What follows belongs to an exercise in optimizing a design on an open flow for small area; a production flow would make more cautious choices. No functional check of the RTL was part of this run. Power is estimated from default activity; no workload was simulated.

==> design.v <==
package csr_pkg;
    typedef logic [11:0] csr_addr_t;
    typedef logic [31:0] csr_word_t;
    localparam csr_addr_t CSR_MSTATUS   = 12'h300;
    localparam csr_addr_t CSR_MIE       = 12'h304;
    localparam csr_addr_t CSR_MTVEC     = 12'h305;
    localparam csr_addr_t CSR_MSCRATCH  = 12'h340;
    localparam csr_addr_t CSR_MEPC      = 12'h341;
    localparam csr_addr_t CSR_MCAUSE    = 12'h342;
    localparam csr_addr_t CSR_MTVAL     = 12'h343;
    localparam csr_addr_t CSR_MIP       = 12'h344;
    localparam csr_addr_t CSR_MCYCLE    = 12'hB00;
    localparam csr_addr_t CSR_MCYCLEH   = 12'hB80;
    localparam csr_addr_t CSR_CYCLE     = 12'hC00;
    localparam csr_addr_t CSR_CYCLEH    = 12'hC80;
endpackage
package trap_pkg;
    localparam logic [15:0] XCPT_TVAL_SET = 16'hB0F3;
endpackage
module ao22_g
(
    input  logic a1, a2, b1, b2,
    output logic y
);
    assign y = (a1 & a2) | (b1 & b2);
endmodule
module aoi222_g
(
    input  logic a1, a2, b1, b2, c1, c2,
    output logic y
);
    assign y = ~((a1 & a2) | (b1 & b2) | (c1 & c2));
endmodule
module ha_g
(
    input  logic a, b,
    output logic s, c
);
    assign s = a ^ b;
    assign c = a & b;
endmodule
module csr_top
(
    input  logic        clk_i,
    input  logic        rst_i,
    input  logic [11:0] csr_raddr_i,
    output logic [31:0] csr_rdata_o,
    input  logic        csr_we_i,
    input  logic [11:0] csr_waddr_i,
    input  logic [31:0] csr_wdata_i,
    input  logic        ext_irq_i,
    input  logic        tmr_irq_i,
    input  logic        sft_irq_i,
    input  logic        xcpt_valid_i,
    input  logic [3:0]  xcpt_cause_i,
    input  logic [31:0] xcpt_tval_i,
    input  logic [31:0] nxt_pc_i,
    output logic        irq_taken_o,
    output logic [31:0] pc_handler_o,
    input  logic        sys_jump_i,
    input  logic        mret_i,
    output logic        sys_jump_o,
    output logic [31:0] sys_jump_pc_o,
    output logic [1:0]  priv_o
);
    logic [31:0] mstatus_q;
    logic [31:0] mie_q;
    logic [31:0] mtvec_q;
    logic [31:0] mscratch_q;
    logic [31:0] mepc_q;
    logic [31:0] mcause_q;
    logic [31:0] mtval_q;
    logic [2:0]  mip_q;       
    logic [31:0] cyc_lo_q;
    logic [31:0] cyc_hi_q;
    logic        privm_q;     
    logic [31:0] wd;
    assign wd = csr_wdata_i;
    logic w_ms, w_mie, w_mtvec, w_mscratch, w_mepc, w_mcause, w_mtval, w_clo, w_chi;
    assign w_ms       = csr_we_i && (csr_waddr_i == csr_pkg::CSR_MSTATUS);
    assign w_mie      = csr_we_i && (csr_waddr_i == csr_pkg::CSR_MIE);
    assign w_mtvec    = csr_we_i && (csr_waddr_i == csr_pkg::CSR_MTVEC);
    assign w_mscratch = csr_we_i && (csr_waddr_i == csr_pkg::CSR_MSCRATCH);
    assign w_mepc     = csr_we_i && (csr_waddr_i == csr_pkg::CSR_MEPC);
    assign w_mcause   = csr_we_i && (csr_waddr_i == csr_pkg::CSR_MCAUSE);
    assign w_mtval    = csr_we_i && (csr_waddr_i == csr_pkg::CSR_MTVAL);
    assign w_clo      = csr_we_i && (csr_waddr_i == csr_pkg::CSR_MCYCLE);
    assign w_chi      = csr_we_i && (csr_waddr_i == csr_pkg::CSR_MCYCLEH);
    logic [2:0] pend;        
    logic       irq_any;
    logic       trap;
    logic       mret;
    logic [3:0] irq_cause;
    logic [3:0] cause;
    logic       vect;
    assign pend      = mip_q & {mie_q[11], mie_q[7], mie_q[3]};
    assign irq_any   = |pend;
    assign trap      = xcpt_valid_i | (privm_q & mstatus_q[3] & irq_any);
    assign mret      = sys_jump_i & mret_i & ~trap;
    assign irq_cause = {pend[2], ~pend[2] & pend[1], 2'b11};
    assign cause     = xcpt_valid_i ? xcpt_cause_i : irq_cause;
    assign vect = ~xcpt_valid_i & (mtvec_q[1:0] == 2'b01);
    assign irq_taken_o   = trap;
    assign sys_jump_o    = sys_jump_i;
    assign sys_jump_pc_o = mepc_q;
    assign priv_o        = {privm_q, privm_q};
    logic [3:0]  tb;
    logic [3:0]  pc_vec;
    logic        c_vec;
    logic        pc_c;
    logic [31:6] pc_t;
    logic [6:0]  pc_gp;       
    assign tb     = mtvec_q[5:2];
    assign pc_vec = tb + irq_cause;
    assign c_vec  = pend[2] ? (tb[3] | (tb[2] & (tb[1] | tb[0]))) :
                    pend[1] ? (tb[3] & (tb[2] | tb[1] | tb[0])) :
                              (tb[3] & tb[2] & (tb[1] | tb[0]));
    assign pc_c   = vect & c_vec;
    assign pc_gp[0] = 1'b1;
    for (genvar k = 1; k < 7; k++)
    begin : g_pc_gp
        assign pc_gp[k] = pc_gp[k-1] & (&mtvec_q[4*k+5:4*k+2]);
    end
    for (genvar i = 6; i < 32; i++)
    begin : g_pc
        logic s;
        if ((i - 6) % 4 == 0)
        begin : g_start
            assign pc_t[i] = pc_c & pc_gp[(i-6)/4];
        end
        if ((i - 6) % 4 == 3 || i == 31)
        begin : g_last
            assign s = mtvec_q[i] ^ pc_t[i];
        end
        else
        begin : g_mid
            ha_g u_ha (.a(mtvec_q[i]), .b(pc_t[i]), .s(s), .c(pc_t[i+1]));
        end
        assign pc_handler_o[i] = s;
    end
    assign pc_handler_o[5:0] = {vect ? pc_vec : tb, 2'b00};
    logic nr;
    logic quiet;             
    assign nr    = ~rst_i;
    assign quiet = ~trap & ~mret;
    logic mie_w, mie_h, mtvec_w, mtvec_h, mscr_w, mscr_h;
    assign mie_w   = nr &  w_mie;
    assign mie_h   = nr & ~w_mie;
    assign mtvec_w = nr &  w_mtvec;
    assign mtvec_h = nr & ~w_mtvec;
    assign mscr_w  = nr &  w_mscratch;
    assign mscr_h  = nr & ~w_mscratch;
    logic tk;
    logic mepc_w, mepc_h, mcause_w, mcause_h, mtval_t, mtval_w, mtval_h, ms_w, ms_h;
    assign tk       = nr & trap;
    assign mepc_w   = nr & quiet & w_mepc;
    assign mepc_h   = nr & ~trap & ~(w_mepc & ~mret);
    assign mcause_w = nr & quiet & w_mcause;
    assign mcause_h = nr & ~trap & ~(w_mcause & ~mret);
    assign mtval_t  = nr & xcpt_valid_i & trap_pkg::XCPT_TVAL_SET[xcpt_cause_i];
    assign mtval_w  = nr & quiet & w_mtval;
    assign mtval_h  = nr & ~mtval_t & ~(quiet & w_mtval);
    assign ms_w     = nr & quiet & w_ms;
    assign ms_h     = nr & ~(quiet & w_ms);
    logic clo_w, clo_h, chi_w, chi_h;
    assign clo_w = nr &  w_clo;
    assign clo_h = nr & ~w_clo;
    assign chi_w = nr &  w_chi;
    assign chi_h = nr & ~w_chi;
    logic [31:0] mstatus_d, mie_d, mtvec_d, mscratch_d, mepc_d, mcause_d, mtval_d;
    logic [31:0] cyc_lo_d, cyc_hi_d;
    logic [2:0]  mip_d;
    logic        privm_d;
    logic [31:0] mepc_n, mtval_n;
    for (genvar i = 0; i < 32; i++)
    begin : g_regs
        ao22_g u_mie   (.a1(mie_h),   .a2(mie_q[i]),      .b1(mie_w),   .b2(wd[i]), .y(mie_d[i]));
        ao22_g u_mtvec (.a1(mtvec_h), .a2(mtvec_q[i]),    .b1(mtvec_w), .b2(wd[i]), .y(mtvec_d[i]));
        ao22_g u_mscr  (.a1(mscr_h),  .a2(mscratch_q[i]), .b1(mscr_w),  .b2(wd[i]), .y(mscratch_d[i]));
        aoi222_g u_mepc  (.a1(mepc_h), .a2(mepc_q[i]), .b1(mepc_w), .b2(wd[i]),
                          .c1(tk), .c2(nxt_pc_i[i]), .y(mepc_n[i]));
        aoi222_g u_mtval (.a1(mtval_h), .a2(mtval_q[i]), .b1(mtval_w), .b2(wd[i]),
                          .c1(mtval_t), .c2(xcpt_tval_i[i]), .y(mtval_n[i]));
        if (i != 3 && i != 7 && i != 11 && i != 12)
        begin : g_ms
            ao22_g u_ms (.a1(ms_h), .a2(mstatus_q[i]), .b1(ms_w), .b2(wd[i]), .y(mstatus_d[i]));
        end
        if (i >= 4 && i <= 30)
        begin : g_mc
            ao22_g u_mc (.a1(mcause_h), .a2(mcause_q[i]), .b1(mcause_w), .b2(wd[i]), .y(mcause_d[i]));
        end
    end
    assign mepc_d  = ~mepc_n;
    assign mtval_d = ~mtval_n;
    assign mcause_d[31]  = (mcause_q[31] & mcause_h) | (wd[31] & mcause_w) | (~xcpt_valid_i & tk);
    assign mcause_d[3:0] = (mcause_q[3:0] & {4{mcause_h}}) | (wd[3:0] & {4{mcause_w}}) |
                           (cause & {4{tk}});
    assign mstatus_d[3]  = rst_i | (mstatus_q[3] & nr & quiet & ~w_ms) | (wd[3] & ms_w) |
                           (mstatus_q[7] & nr & mret);
    assign mstatus_d[7]  = (mstatus_q[7] & nr & quiet & ~w_ms) | (wd[7] & ms_w) |
                           (mstatus_q[3] & tk) | (nr & mret);
    assign mstatus_d[11] = rst_i | (mstatus_q[11] & nr & ~trap & ~(quiet & w_ms)) | (wd[11] & ms_w) |
                           (privm_q & tk);
    assign mstatus_d[12] = rst_i | (mstatus_q[12] & nr & ~trap & ~(quiet & w_ms)) | (wd[12] & ms_w) |
                           (privm_q & tk);
    assign privm_d = rst_i | trap | (mret ? (mstatus_q[11] | mstatus_q[12]) : privm_q);
    assign mip_d = {ext_irq_i, tmr_irq_i, sft_irq_i} & {mie_q[11], mie_q[7], mie_q[3]} & {3{nr}};
    logic [31:0] lo_t, hi_t;
    logic [31:0] lo_s, hi_s;
    logic        lo_all;
    assign lo_all = &cyc_lo_q;
    for (genvar i = 0; i < 32; i++)
    begin : g_cyc
        if (i == 0)
        begin : g_first
            assign lo_t[i] = ~w_chi;
            assign hi_t[i] = ~w_clo & lo_all;
        end
        else if (i % 8 == 0)
        begin : g_start
            assign lo_t[i] = ~w_chi & (&cyc_lo_q[i-1:0]);
            assign hi_t[i] = ~w_clo & lo_all & (&cyc_hi_q[i-1:0]);
        end
        if (i % 8 == 7)
        begin : g_last
            assign lo_s[i] = cyc_lo_q[i] ^ lo_t[i];
            assign hi_s[i] = cyc_hi_q[i] ^ hi_t[i];
        end
        else
        begin : g_mid
            ha_g u_lo (.a(cyc_lo_q[i]), .b(lo_t[i]), .s(lo_s[i]), .c(lo_t[i+1]));
            ha_g u_hi (.a(cyc_hi_q[i]), .b(hi_t[i]), .s(hi_s[i]), .c(hi_t[i+1]));
        end
        ao22_g u_lo_d (.a1(clo_h), .a2(lo_s[i]), .b1(clo_w), .b2(wd[i]), .y(cyc_lo_d[i]));
        ao22_g u_hi_d (.a1(chi_h), .a2(hi_s[i]), .b1(chi_w), .b2(wd[i]), .y(cyc_hi_d[i]));
    end
    always_ff @(posedge clk_i)
    begin
        mstatus_q  <= mstatus_d;
        mie_q      <= mie_d;
        mtvec_q    <= mtvec_d;
        mscratch_q <= mscratch_d;
        mepc_q     <= mepc_d;
        mcause_q   <= mcause_d;
        mtval_q    <= mtval_d;
        mip_q      <= mip_d;
        cyc_lo_q   <= cyc_lo_d;
        cyc_hi_q   <= cyc_hi_d;
        privm_q    <= privm_d;
    end
    logic r_ms, r_mie, r_mtvec, r_mscratch, r_mepc, r_mcause, r_mtval, r_mip, r_clo, r_chi;
    assign r_ms       = (csr_raddr_i == csr_pkg::CSR_MSTATUS);
    assign r_mie      = (csr_raddr_i == csr_pkg::CSR_MIE);
    assign r_mtvec    = (csr_raddr_i == csr_pkg::CSR_MTVEC);
    assign r_mscratch = (csr_raddr_i == csr_pkg::CSR_MSCRATCH);
    assign r_mepc     = (csr_raddr_i == csr_pkg::CSR_MEPC);
    assign r_mcause   = (csr_raddr_i == csr_pkg::CSR_MCAUSE);
    assign r_mtval    = (csr_raddr_i == csr_pkg::CSR_MTVAL);
    assign r_mip      = (csr_raddr_i == csr_pkg::CSR_MIP);
    assign r_clo      = (csr_raddr_i == csr_pkg::CSR_MCYCLE)  || (csr_raddr_i == csr_pkg::CSR_CYCLE);
    assign r_chi      = (csr_raddr_i == csr_pkg::CSR_MCYCLEH) || (csr_raddr_i == csr_pkg::CSR_CYCLEH);
    logic [31:0] rd_a, rd_b, rd_c;
    logic [31:0] mip_word;
    assign mip_word = {20'd0, mip_q[2], 3'd0, mip_q[1], 3'd0, mip_q[0], 3'd0};
    for (genvar i = 0; i < 32; i++)
    begin : g_rd
        aoi222_g u_a (.a1(r_ms),       .a2(mstatus_q[i]),  .b1(r_mie),    .b2(mie_q[i]),
                      .c1(r_mtvec),    .c2(mtvec_q[i]),    .y(rd_a[i]));
        aoi222_g u_b (.a1(r_mscratch), .a2(mscratch_q[i]), .b1(r_mepc),   .b2(mepc_q[i]),
                      .c1(r_mcause),   .c2(mcause_q[i]),   .y(rd_b[i]));
        aoi222_g u_c (.a1(r_mtval),    .a2(mtval_q[i]),    .b1(r_clo),    .b2(cyc_lo_q[i]),
                      .c1(r_chi),      .c2(cyc_hi_q[i]),   .y(rd_c[i]));
    end
    assign csr_rdata_o = ~(rd_a & rd_b & rd_c) | (mip_word & {32{r_mip}});
endmodule
==> flow/run.sh <==
#!/bin/bash
# Standard layout, with plain buf_1 cells as the port buffers and a clock
# tree of larger sink clusters without dummy loads
cp standard.sh standard_sh.txt
export BUFFER_PORTS_ARGS="-buffer_cell sky130_fd_sc_hd__buf_1"
export CTS_ARGS="-sink_clustering_enable -repair_clock_nets -dont_use_dummy_load -buf_list sky130_fd_sc_hd__clkbuf_16 -sink_clustering_size 25 -sink_clustering_max_diameter 100"
bash standard.sh > standard.log 2>&1
==> standard.sh <==
#!/bin/bash
# synth_recipe.tcl (not shown) runs the flow's synth.tcl, then flattens the netlist and writes it again
# the make line also repeats each setting of config.mk as NAME=value (left out here)
make -C /OpenROAD-flow-scripts/flow DESIGN_CONFIG=/design/flow/config.mk WORK_HOME=/design/flow/orfs CLKGATE_MAP_FILE= SYNTH_SCRIPT=/design/flow/synth_recipe.tcl "${@:-finish}"
==> config.mk <==
export PLATFORM = sky130hd
export DESIGN_NAME = csr_top
export DESIGN_NICKNAME = csr_top
export VERILOG_FILES = /design/flow/design.v
export SDC_FILE = /design/flow/constraint.sdc
export NUM_CORES = 4
export LEC_CHECK = 0
export CAP_MARGIN = 10
export CORE_MARGIN = 2
export CORE_UTILIZATION = 58
export SETUP_SLACK_MARGIN = 0.05
export SLEW_MARGIN = 10
export SYNTH_HIERARCHICAL = 1
export SYNTH_MINIMUM_KEEP_SIZE = 0
==> constraint.sdc <==
create_clock -name core_clock -period 4.75 [get_ports {clk_i}]
set_input_delay 0.9500 -clock core_clock [delete_from_list [all_inputs] [get_ports {clk_i}]]
set_output_delay 0.9500 -clock core_clock [all_outputs]
set_load 0.01 [all_outputs]
==> run summary <==
Max-slew headroom=between 20% and 30%; Rows=53; CTS Sinks=292; design area=between 10000 and 15000 sq um; input/output buffers=between 200 and 250; htree depth=1; HP Start=mie_q[3]; total gr overflow=0; fmax=approximately 230 MHz; postcts setup bufs=0; Final Skew=about 0.03 ns; max_cap viols=0; largest net degree at the start of global routing=34; Final Net Count=1545; synthesis-to-layout area growth=14.6%; Leak=roughly 6 nW; startpoint types=input port; synthesized flop and latch total=around 300; synthesized instance count=about 1100; met2 wire len=19400 um; CP endpoint kind=output pin; count of different cell masters after synthesis=56; CTS tree=yes; First DRT Iteration DRCs=roughly 1800; final hold viol count=0; DRC=0; kind of critical path=in2out; wire per inst=26.2 um; post-DP HPWL=26200 um; Main synth FF type=dfxtp_1; clock latency on the worst-skew pair=0.50 ns; Diodes inserted=0; Max VDD drop=~0.26 mV; Final min period=4.33 ns; Initial Utilization=approximately 59%; Final setup viols=0; Met1 Routed Length=between 15000 and 20000 um; Mapped Area=~12000 sq um; pwr dens=about 290 nW/um^2; fin. max-slew vios=0; CTS Buffer Depth=3; yosys warns=7; vias per cell=~7.0; Worst Hold Class=reg2reg; worst-path maximum fanout=7; final wirelength=roughly 42000 um; Post-CTS Resized=0; CP required=roughly 3.8 ns; via count=11300; overall die height=between 100 and 150 um; global-route usage over all layers=between 30% and 40%; Area after DPL=between 10000 and 15000 sq um; share of layout cells above drive strength 1=6.45%; hold_buf cts=0; WP data arrival=between 3 and 4 ns; status=complete, no violations; Worst R2R Start=cyc_lo_q[8]; initial antenna violation count=0; TritonCTS Buffers=15; FFs w/ async S/R, synth=0%; GPL Wtd Cong=0.853; CTS Root Cell=clkbuf_16; router iterations before antenna repair=7; first-pass GRT wire length=62400 um; CP startpoint=xcpt_valid_i; Antenna Nets Post-Route=0; met3 wire length=4930 um; # IOs=roughly 230; Clock Pin Slew Worst Setup and Hold Paths=around 0.10 ns; unrepaired setup endpoints after global routing=no; register area share after synthesis=47.5%; Setup Total Neg Slack=0 ns; Post-Syn Area per Cell=between 10 and 15 sq um; top layer in use=met5; core area=21000 sq um; Die Wd=between 100 and 150 um; Min Hold Slack=approximately 0.47 ns; vias in the first global route=~11000; Worst-Margin Slew=between 1 and 1.5 ns; Post-synth EDFFs=0; Final Cycle Share=between 90 and 100%; total chip power=just over 0.004 W; die area=about 22000 sq um
## through the flow
| stage | utilization, % | worst slack [ns] | std cells |
|---|---|---|---|
| 5_1_grt | 67.3 | 0.323 | 1608 |
| 3_5_place_dp | 65.6 | 0.471 | 1593 |
| 4_1_cts | 67.3 | 0.468 | 1608 |
| 6_report | 67.3 | 0.419 | 1608 |
| 2_1_floorplan | - | 0.343 | 1095 |
| 3_3_place_gp | 65.6 | 0.558 | 1593 |
## power by group
part	switching [W]	total, W	internal, W
logic	0.000199	0.000285	0.0000856
clock network	0.000769	0.00134	0.000571
registers	0.0000312	0.00252	0.00249
## cells in the mapped netlist, types with 5 or more instances
cell      number  area share (%)
nand4_1       33             1.7
nor2_1        32            0.98
a31oi_1        6            0.30
nand2_1       14            0.43
o31ai_1        6            0.37
a222oi_1     160              13
nand3_1       32             1.3
nor4_1         6            0.30
a22o_1       217              15
buf_4         32             2.0
xor2_1        17             1.2
a21oi_1        6            0.24
and3_1         5            0.25
ha_1          77             7.8
dfxtp_1      292              47
o21ai_0        7            0.28
nor3_1         9            0.37
clkbuf_1       6            0.18
inv_1         80             2.4
## per-module statistics from Yosys, one instance, submodules excluded
module / cell area (sq um) / copies in the design / cells / flip-flops and latches
ha_g: 12.5 / 75 / 1 / 0
csr_top: 7890 / 1 / 644 / 292
ao22_g: 8.76 / 215 / 1 / 0
aoi222_g: 10.0 / 160 / 1 / 0
## cell type report
type,instances,area [sq um]
Clock buffer,15,375
Fill cell,1756,6840
Inverter,81,304
Multi-Input combinational cell,682,6060
Sequential cell,292,5850
Tap cell,275,344
Timing Repair Buffer,263,1190
## kinds of logic (layout without fill, tap and decap cells)
family / count (synthesis) / in the layout / share of synthesized area, %
adder cells (fa/ha/maj): 77 / 77 / 7.82
buffers and inverters: 121 / 359 / 4.73
flip-flops: 292 / 292 / 47.5
XOR/XNOR: 18 / 18 / 1.28
AND/OR/NAND/NOR: 163 / 163 / 7.51
other: 1 / 2 / 0.0304
AO/OA/AOI/OAI: 422 / 422 / 31.2
## critical path, stage by stage
cell,delay (ns)
buf_1,0.10
or3b_1,0.52
a21oi_2,0.19
or4b_4,0.58
nor2_1,0.24
ha_1,0.20
ha_1,0.14
ha_1,0.15
xor2_1,0.15
buf_1,0.16
## sequential cells by signal, summed over array words and instances (netlist names), 3 cells and up
name and count:
cyc_hi_q 32, cyc_lo_q 32, mcause_q 32, mepc_q 32, mie_q 32, mscratch_q 32, mstatus_q 32, mtval_q 32
mtvec_q 32, mip_q 3
## path summary, 6_finish.rpt
| path | end | slack (ns) | depth (start not counted) |
|---|---|---|---|
| max | pc_handler_o[21] | 0.42 | 10 |
| min | mip_q[0] | 0.47 | 2 |
| max reg2reg | cyc_hi_q[31] | 1.34 | 13 |
| min reg2reg | mip_q[0] | 0.47 | 2 |
## layer usage
metal / up-vias / track usage [%]
met5: - / 2.27
met1: 5449 / 49.9
met2: 747 / 58.2
met4: 2 / 10.7
li1: 5058 / -
met3: 66 / 5.91
## layout by cell type, fill, tap and decap left out, drive strengths merged, types with 4 or more instances in the layout
cell    instances
o31ai           6
nor4            7
clkbuf         15
xor2           17
nor3           12
dfxtp         292
o21ai           7
ha             77
buf           263
a222oi        160
and3            5
a21oi           7
a311oi          4
nand3          32
inv            81
a22o          217
nor2           32
a31oi           7
nand2          14
nand4          33

==> static timing again, ports no longer ideal <==
The flow's constraints put no driver on any port. The routed layout listed below was extracted and timed again, unchanged, in two steps.
Step 1 (the two cells are an assumption about what drives the block):
set clk [get_ports {clk_i}]
set_driving_cell -lib_cell sky130_fd_sc_hd__clkbuf_16 $clk
set_driving_cell -lib_cell sky130_fd_sc_hd__buf_2 [delete_from_list [all_inputs] $clk]
Step 2, shift: input delay + t, output delay - t, t = (earliest + latest rising clock arrival at the registers) / 2. This alone moves slack from input paths to output paths.
Three values: ideal ports, drivers, drivers and shift; two values: the first two.
t (ns): 0.538
setup WS [ns]: 0.419 / 0.391 / 0.391
latest minus earliest clock arrival (ns): 0.030 / 0.029
worst register clock-pin slew, ns: 0.10 / 0.10
After both steps setup and hold are still met in this run. For this run, drivers alone change the setup slack by -0.028 ns; drivers and shift together by -0.028 ns.
